Background: an optimization exercise with open tools, aiming at small area, a short achievable clock period and few clock cycles per item. Do not read the settings as production practice.
The RTL was checked by simulation tests, not by an equivalence proof against the original design.

==> flow/design.v (excerpt) <==
module clyde_top (
    input  logic         clk,
    input  logic         arst_n,
    input  logic         start,
    input  logic [127:0] data_in,
    input  logic [127:0] key,
    input  logic [127:0] tweak,
    output logic [127:0] data_out,
    output logic         busy,
    output logic         done
);
Size: about 1700 cells after synthesis, ~260 flip-flops, ~520 I/O pins.
export LEC_CHECK = 0
export CAP_MARGIN = 20
export CORE_MARGIN = 2
export CORE_UTILIZATION = 70
export PLACE_DENSITY = 0.8
export SETUP_SLACK_MARGIN = 2.4
export SLEW_MARGIN = 20
export SYNTH_HIERARCHICAL = 1
create_clock -name core_clock -period 6.0 [get_ports {clk}]
standard.sh (not shown) runs the stock make flow with config.mk's settings and CLKGATE_MAP_FILE= SYNTH_SCRIPT=/design/flow/synth_recipe.tcl, a recipe that flattens the netlist after the stock synthesis.
==> flow/flow/run.sh <==
#!/bin/bash
# Standard layout, with plain buf_1 cells as the port buffers in place of the
# delay buffers buffer_ports picks by default. Every port still gets a buffer.
set -euo pipefail
export BUFFER_PORTS_ARGS="-buffer_cell sky130_fd_sc_hd__buf_1"
bash standard.sh > standard_flow.log 2>&1
Testbench counts at the start, summed over its fixed seeds: cycles 1,800, blocks 256.
==> next run, changes <==
==> flow/flow/run.sh (replaced) <==
#!/bin/bash
# Standard layout, with plain buf_1 cells as the port buffers in place of the
# delay buffers buffer_ports picks by default (every port still gets a
# buffer), and a clock tree built from mid-size clock buffers without
# dummy loads.
set -euo pipefail
export BUFFER_PORTS_ARGS="-buffer_cell sky130_fd_sc_hd__buf_1"
export CTS_ARGS="-sink_clustering_enable -repair_clock_nets -dont_use_dummy_load -buf_list {sky130_fd_sc_hd__clkbuf_4 sky130_fd_sc_hd__clkbuf_8}"
bash standard.sh > standard_flow.log 2>&1
- CORE_UTILIZATION: 70 -> 50
- PLACE_DENSITY: 0.8 -> default
- SETUP_SLACK_MARGIN: 2.4 -> 1.5
After rerunning:
- The new run finished clean
- count of clock-buffer cells in the layout grows by 10
- via count shrinks by 15%
- register-to-register slack loses 0.19 ns
- die area is higher by about 40%
- core utilization decreases by 34 points
- cell area went down by 11%
- hold slack gets worse by 0.10 ns
- worst setup slack got worse by 0.19 ns
- clock skew is higher by 0.022 ns

* * *

onyx:
Another version of the RTL of clyde_top (not shown whole).
Size in the first run: ~1800 cells after synthesis, about 260 flip-flops, ~520 I/O pins, about 0.018 mm^2 of cells after synthesis.
// clyde_top
module clyde_top (
    input  logic         clk,
    input  logic         arst_n,
    input  logic         start,
    input  logic [127:0] data_in,
    input  logic [127:0] key,
    input  logic [127:0] tweak,
    output logic [127:0] data_out,
    output logic         busy,
    output logic         done
);
Settings: LEC_CHECK=0, CAP_MARGIN=20, CORE_MARGIN=2, CORE_UTILIZATION=50, PLACE_DENSITY=0.75, SETUP_SLACK_MARGIN=2.5, SLEW_MARGIN=20, SYNTH_HIERARCHICAL=1; clock period 6.0 ns.
==> flow/flow/run.sh <==
#!/bin/bash
# Standard layout, with plain buf_1 cells as the port buffers in place of the
# delay buffers buffer_ports picks by default (every port still gets a
# buffer), and a clock tree built from clkbuf_4 cells without
# dummy loads.
set -euo pipefail
export BUFFER_PORTS_ARGS="-buffer_cell sky130_fd_sc_hd__buf_1"
export CTS_ARGS="-sink_clustering_enable -repair_clock_nets -dont_use_dummy_load -buf_list {sky130_fd_sc_hd__clkbuf_4}"
bash standard.sh > standard_flow.log 2>&1
onyx finished all stages; the layout is clean.
Testbench counts of onyx, summed over its fixed seeds: cycles 1,800, blocks 256.
> inputs changed (onyx -> xenon)
- PLACE_DENSITY: 0.75 -> unset
- SETUP_SLACK_MARGIN: 2.5 -> 2.7
==> flow/flow/run.sh <==
#!/bin/bash
# Standard layout, with plain buf_1 cells as the port buffers in place of the
# delay buffers buffer_ports picks by default (every port still gets a
# buffer), and a clock tree built from mid-size clock buffers without
# dummy loads.
set -euo pipefail
export BUFFER_PORTS_ARGS="-buffer_cell sky130_fd_sc_hd__buf_1"
export CTS_ARGS="-sink_clustering_enable -repair_clock_nets -dont_use_dummy_load -buf_list {sky130_fd_sc_hd__clkbuf_4 sky130_fd_sc_hd__clkbuf_8}"
bash standard.sh > standard_flow.log 2>&1
[summary]
- xenon ends up with lower data arrival time of the worst path than onyx does.
- Re final setup slack of the worst path: onyx and xenon aren't equal, and the higher value belongs to xenon.
- Between xenon and onyx, the cell total after placement does not differ in any meaningful way.
- xenon vs onyx: number of instances resized during post-cts repair up in xenon
- Proportion of cell area occupied by multi-input gates: xenon vs onyx up 0.54 points
- onyx has a lower final area than xenon.
- Maximum frequency on xenon is ahead of onyx.
- Compared with onyx, placement density in the core of xenon is higher.
Modified inputs, willow compared to xenon
- swapping 50 for 45 in CORE_UTILIZATION
- swapping 2.7 for 2.5 in SETUP_SLACK_MARGIN
==> flow/flow/run.sh <==
#!/bin/bash
# Standard layout, with plain buf_1 cells as the port buffers in place of the
# delay buffers buffer_ports picks by default (every port still gets a
# buffer), and a clock tree built from clkbuf_4 cells without
# dummy loads.
set -euo pipefail
export BUFFER_PORTS_ARGS="-buffer_cell sky130_fd_sc_hd__buf_1"
export CTS_ARGS="-sink_clustering_enable -repair_clock_nets -dont_use_dummy_load -buf_list {sky130_fd_sc_hd__clkbuf_4}"
bash standard.sh > standard_flow.log 2>&1
### Flow results
Cmp willow and xenon / setup slack / higher: xenon. On willow: sequential share of cell area is 2.5 points higher than what xenon gave. Relative to xenon, the routed wirelength normalized by instance count measured on willow has decreased by a few percent. Count of cells resized by post-cts repair ended up 74 lower on willow than on xenon.
Relative to willow, the following input files were edited for ember:
- swapping 45 for 50 in CORE_UTILIZATION
- putting GPL_ROUTABILITY_DRIVEN at 0 where nothing was set
Findings:
Total wire length after detailed routing grows by a few percent when moving from willow to ember.
On sequential share of layout area, willow and ember are basically level.
The lower area growth from synthesis to layout came out of ember.
Per the comparison of ember with willow, setup slack grew by 0.014 ns; number of cells upsized or downsized after cts shrank by 17%; fmax grew by 0.42%; post-cts hold buffer count held steady.
The uppermost signal routing layer after detailed routing comes out met4 in one run and met5 in the other, namely in willow and ember respectively.
--- input diff ember..harbor ---
- GPL_ROUTABILITY_DRIVEN: 0 -> unset
--- outcome ---
harbor went all the way through synthesis, placement and routing and the layout is clean on timing, DRC and antenna.
Diff harbor..ember | utilization | unchanged
Non-clock inverter total of the final layout came out exactly the same in harbor and ember.
Going from ember to harbor, number of gates on the worst path with buffers counted level; final cycle utilization of the critical path level; peak per-stage delay on the critical path level.
Changes in fjord relative to harbor:
- an added PLACE_DENSITY of 0.7
==> comparison <==
Where total routed wirelength is concerned, harbor is outperformed by fjord. Cmp harbor and fjord / routed wire length on met3 / lower: harbor. harbor -> fjord: clock-pin transition on the worst setup and hold timing paths flat. Every run (harbor and fjord) finished clean. fjord: arrival time reported for the critical path endpoint is 0.03 ns lower than what harbor reported. harbor reports its beginning of the critical path as u_datapath.state_q[51] while fjord reports u_datapath.state_q[18].

* * *

clyde_top again, from the RTL that the note above started with.
clock: 6.0 ns
lec_check: 0
cap_margin: 20
core_margin: 2
core_utilization: 50
place_density: 0.8
setup_slack_margin: 2.5
slew_margin: 20
synth_hierarchical: 1
==> flow/flow/run.sh <==
#!/bin/bash
# Standard layout, with plain buf_1 cells as the port buffers in place of the
# delay buffers buffer_ports picks by default (every port still gets a
# buffer), and a clock tree built from clkbuf_4 cells without
# dummy loads.
set -euo pipefail
export BUFFER_PORTS_ARGS="-buffer_cell sky130_fd_sc_hd__buf_1"
export CTS_ARGS="-sink_clustering_enable -repair_clock_nets -dont_use_dummy_load -buf_list {sky130_fd_sc_hd__clkbuf_4}"
bash standard.sh > standard_flow.log 2>&1
Testbench counts at the start, summed over its fixed seeds: cycles 1,800, blocks 256.
Next try:
==> flow/flow/run.sh (replaced) <==
#!/bin/bash
# Standard layout, with plain buf_1 cells as the port buffers in place of the
# delay buffers buffer_ports picks by default (every port still gets a
# buffer), and a clock tree built from mid-size clock buffers without
# dummy loads.
set -euo pipefail
export BUFFER_PORTS_ARGS="-buffer_cell sky130_fd_sc_hd__buf_1"
export CTS_ARGS="-sink_clustering_enable -repair_clock_nets -dont_use_dummy_load -buf_list {sky130_fd_sc_hd__clkbuf_4 sky130_fd_sc_hd__clkbuf_8}"
bash standard.sh > standard_flow.log 2>&1
- PLACE_DENSITY: 0.8 -> unset
- SETUP_SLACK_MARGIN: 2.5 -> 2.3
After rerunning: Design area drops by about 3.8%. Synthesized area stays the same. Utilization went down by 2.3 points. Non-clock buffer count fell by 5. Maximum frequency grows by 0.66%. Routed wire length went down by about 2.3%. First-iteration DRC count came out lower by about 20%.
Next try:
- SETUP_SLACK_MARGIN: 2.3 -> 2.0
=> The new run completed with no timing, DRC or antenna violations; final cell count stays flat; worst hold slack loses 9.6 ps; count of clock-buffer cells in the layout goes up by 1.

* * *

RTL: one of the versions met above, not the one the previous note started from.
For scale: ~1,700 cells after synthesis, about 260 flip-flops, about 520 I/O pins, roughly 18,000 um^2 of cells after synthesis.
==> flow/config.mk <==
export PLATFORM = sky130hd
export DESIGN_NAME = clyde_top
export DESIGN_NICKNAME = clyde_top
export VERILOG_FILES = /design/flow/design.v
export SDC_FILE = /design/flow/constraint.sdc
export NUM_CORES = 4
export LEC_CHECK = 0
export CAP_MARGIN = 20
export CORE_MARGIN = 2
export CORE_UTILIZATION = 45
export SETUP_SLACK_MARGIN = 2.0
export SLEW_MARGIN = 20
export SYNTH_HIERARCHICAL = 1
==> flow/constraint.sdc <==
create_clock -name core_clock -period 6.0 [get_ports {clk}]
set_input_delay 1.2000 -clock core_clock [delete_from_list [all_inputs] [get_ports {clk}]]
set_output_delay 1.2000 -clock core_clock [all_outputs]
set_load 0.01 [all_outputs]
==> flow/flow/run.sh <==
#!/bin/bash
# Standard layout, with plain buf_1 cells as the port buffers in place of the
# delay buffers buffer_ports picks by default (every port still gets a
# buffer), and a clock tree built from mid-size clock buffers without
# dummy loads.
set -euo pipefail
export BUFFER_PORTS_ARGS="-buffer_cell sky130_fd_sc_hd__buf_1"
export CTS_ARGS="-sink_clustering_enable -repair_clock_nets -dont_use_dummy_load -buf_list {sky130_fd_sc_hd__clkbuf_4 sky130_fd_sc_hd__clkbuf_8}"
bash standard.sh > standard_flow.log 2>&1
Testbench counts at the start, summed over its fixed seeds: cycles 1,800, blocks 256.
Rerun with:
--- a/flow/flow/run.sh
+++ b/flow/flow/run.sh
@@ -3,7 +3,9 @@
 # delay buffers buffer_ports picks by default (every port still gets a
 # buffer), and a clock tree built from mid-size clock buffers without
-# dummy loads.
+# dummy loads. Gates off the critical paths are then downsized (power
+# recovery), which also trims area.
 set -euo pipefail
 export BUFFER_PORTS_ARGS="-buffer_cell sky130_fd_sc_hd__buf_1"
 export CTS_ARGS="-sink_clustering_enable -repair_clock_nets -dont_use_dummy_load -buf_list {sky130_fd_sc_hd__clkbuf_4 sky130_fd_sc_hd__clkbuf_8}"
+export RECOVER_POWER=100
 bash standard.sh > standard_flow.log 2>&1
--- a/flow/config.mk
+++ b/flow/config.mk
@@ -8,5 +8,5 @@
 export CAP_MARGIN = 20
 export CORE_MARGIN = 2
-export CORE_UTILIZATION = 45
+export CORE_UTILIZATION = 50
 export SETUP_SLACK_MARGIN = 2.0
 export SLEW_MARGIN = 20
Worst hold slack gets worse by 0.035 ns. Cell area drops by 3.3%. Count of clock-buffer cells in the layout climbs by 2. Synthesized cell count does not change. Worst setup slack gets worse by 0.37 ns.
Rerun with:
==> flow/flow/run.sh (replaced) <==
#!/bin/bash
# Standard layout, with plain buf_1 cells as the port buffers in place of the
# delay buffers buffer_ports picks by default (every port still gets a
# buffer), and a clock tree built from mid-size clock buffers without
# dummy loads.
set -euo pipefail
export BUFFER_PORTS_ARGS="-buffer_cell sky130_fd_sc_hd__buf_1"
export CTS_ARGS="-sink_clustering_enable -repair_clock_nets -dont_use_dummy_load -buf_list {sky130_fd_sc_hd__clkbuf_4 sky130_fd_sc_hd__clkbuf_8}"
bash standard.sh > standard_flow.log 2>&1
--- a/flow/config.mk
+++ b/flow/config.mk
@@ -9,5 +9,5 @@
 export CORE_MARGIN = 2
 export CORE_UTILIZATION = 50
-export SETUP_SLACK_MARGIN = 2.0
+export SETUP_SLACK_MARGIN = 2.6
 export SLEW_MARGIN = 20
 export SYNTH_HIERARCHICAL = 1
Effect:
- wire length came out higher by 23%
- global-route usage came out higher by 1.7 points
- design area came out higher by 34%
- clock skew came out higher by 0.016 ns
- utilization came out higher by 20 points
- die area stays the same
- count of clock-buffer cells in the layout is unchanged
Rerun with:
--- a/flow/config.mk
+++ b/flow/config.mk
@@ -8,6 +8,6 @@
 export CAP_MARGIN = 20
 export CORE_MARGIN = 2
-export CORE_UTILIZATION = 50
-export SETUP_SLACK_MARGIN = 2.6
+export CORE_UTILIZATION = 55
+export SETUP_SLACK_MARGIN = 2.0
 export SLEW_MARGIN = 20
 export SYNTH_HIERARCHICAL = 1
The new run finished with timing, DRC and antenna clean.
Hold slack gains 0.057 ns.
Design area is lower by 24%.
Die area is lower by 8.9%.

* * *

Starting RTL as in the previous note.
export LEC_CHECK = 0
export CAP_MARGIN = 20
export CORE_MARGIN = 2
export CORE_UTILIZATION = 60
export SETUP_SLACK_MARGIN = 2.4
export SLEW_MARGIN = 20
export SYNTH_HIERARCHICAL = 1
create_clock -name core_clock -period 6.0 [get_ports {clk}]
==> flow/flow/run.sh <==
#!/bin/bash
# Standard layout, with plain buf_1 cells as the port buffers in place of the
# delay buffers buffer_ports picks by default (every port still gets a
# buffer), and a clock tree built from mid-size clock buffers without
# dummy loads.
set -euo pipefail
export BUFFER_PORTS_ARGS="-buffer_cell sky130_fd_sc_hd__buf_1"
export CTS_ARGS="-sink_clustering_enable -repair_clock_nets -dont_use_dummy_load -buf_list {sky130_fd_sc_hd__clkbuf_4 sky130_fd_sc_hd__clkbuf_8}"
bash standard.sh > standard_flow.log 2>&1
The starting point passed the timing, design-rule and antenna checks.
Testbench counts at the start, summed over its fixed seeds: cycles 1,800, blocks 256.
==> next run, changes <==
==> flow/flow/run.sh (replaced) <==
#!/bin/bash
# Standard layout, with plain buf_1 cells as the port buffers in place of the
# delay buffers buffer_ports picks by default. Every port still gets a buffer.
set -euo pipefail
export BUFFER_PORTS_ARGS="-buffer_cell sky130_fd_sc_hd__buf_1"
bash standard.sh > standard_flow.log 2>&1
- CORE_UTILIZATION: 60 -> 40
Via count is lower by 1.8%.
Final area is higher by 8.0%.
Global-route usage is lower by 9.8 points.
Flip-flop and latch count stays the same.
Area after synthesis is unchanged.
Die area is higher by 49%.
==> next run, changes <==
==> flow/flow/run.sh (replaced) <==
#!/bin/bash
# Standard layout, with plain buf_1 cells as the port buffers in place of the
# delay buffers buffer_ports picks by default (every port still gets a
# buffer), and a clock tree built from mid-size clock buffers without
# dummy loads.
set -euo pipefail
export BUFFER_PORTS_ARGS="-buffer_cell sky130_fd_sc_hd__buf_1"
export CTS_ARGS="-sink_clustering_enable -repair_clock_nets -dont_use_dummy_load -buf_list {sky130_fd_sc_hd__clkbuf_4 sky130_fd_sc_hd__clkbuf_8}"
bash standard.sh > standard_flow.log 2>&1
- CORE_UTILIZATION: 40 -> 50
- SETUP_SLACK_MARGIN: 2.4 -> 2.0
After rerunning: Routed wire length is lower by 6.3%; non-clock buffer count is lower by 137; register-to-register slack is worse by 0.26 ns; global-route usage is higher by 5.4 points; via count is lower by 5.8%; design area is lower by 17%; hold slack is worse by 0.033 ns; first-iteration DRC count is lower by about 20%; setup slack is worse by 0.26 ns; sequential share of layout area is higher by 5.1 points.

-- static timing again, ports no longer ideal --
Ports are ideal in the flow. The routed layouts listed here were re-timed in OpenROAD.
Step 1, drivers: a clkbuf_16 drives clk and a buf_2 each remaining input, both assumed.
Step 2, shift: input delay + t, output delay - t, t = (earliest + latest rising clock arrival at the registers) / 2. This alone moves slack from input paths to output paths.
a / b / c = ideal ports / drivers / drivers and shift; a / b = the first two.
run	t (ns)	setup WS [ns]	worst setup path at the end	pins driven straight from the clock port
the first run of note 1	0.604	1.948 / 1.948 / 1.948	register to register	1
the second run of note 1	0.668	1.762 / 1.762 / 1.762	register to register	1
onyx	0.778	2.547 / 2.547 / 2.547	register to register	1
xenon	0.665	2.702 / 2.702 / 2.702	register to register	1
willow	0.781	2.556 / 2.556 / 2.556	register to register	1
ember	0.760	2.570 / 2.546 / 2.570	register to register	1
harbor	0.760	2.570 / 2.546 / 2.570	register to register	1
fjord	0.756	2.600 / 2.600 / 2.600	register to register	1
the first run of note 3	0.790	2.426 / 2.426 / 2.426	register to register	1
the second run of note 3	0.659	2.449 / 2.435 / 2.449	register to register	1
the third run of note 3	0.652	2.144 / 2.144 / 2.144	register to register	1
the first run of note 4	0.658	2.183 / 2.183 / 2.183	register to register	1
the second run of note 4	0.664	1.812 / 1.763 / 1.857	register to register	1
the third run of note 4	0.669	2.395 / 2.395 / 2.395	register to register	1
the fourth run of note 4	0.619	1.994 / 1.994 / 1.994	register to register	1
the first run of note 5	0.591	2.217 / 2.217 / 2.217	register to register	1
the second run of note 5	0.637	2.423 / 2.423 / 2.423	register to register	1
the third run of note 5	0.663	2.166 / 2.166 / 2.166	register to register	1
After both steps every run listed still meets setup and hold.
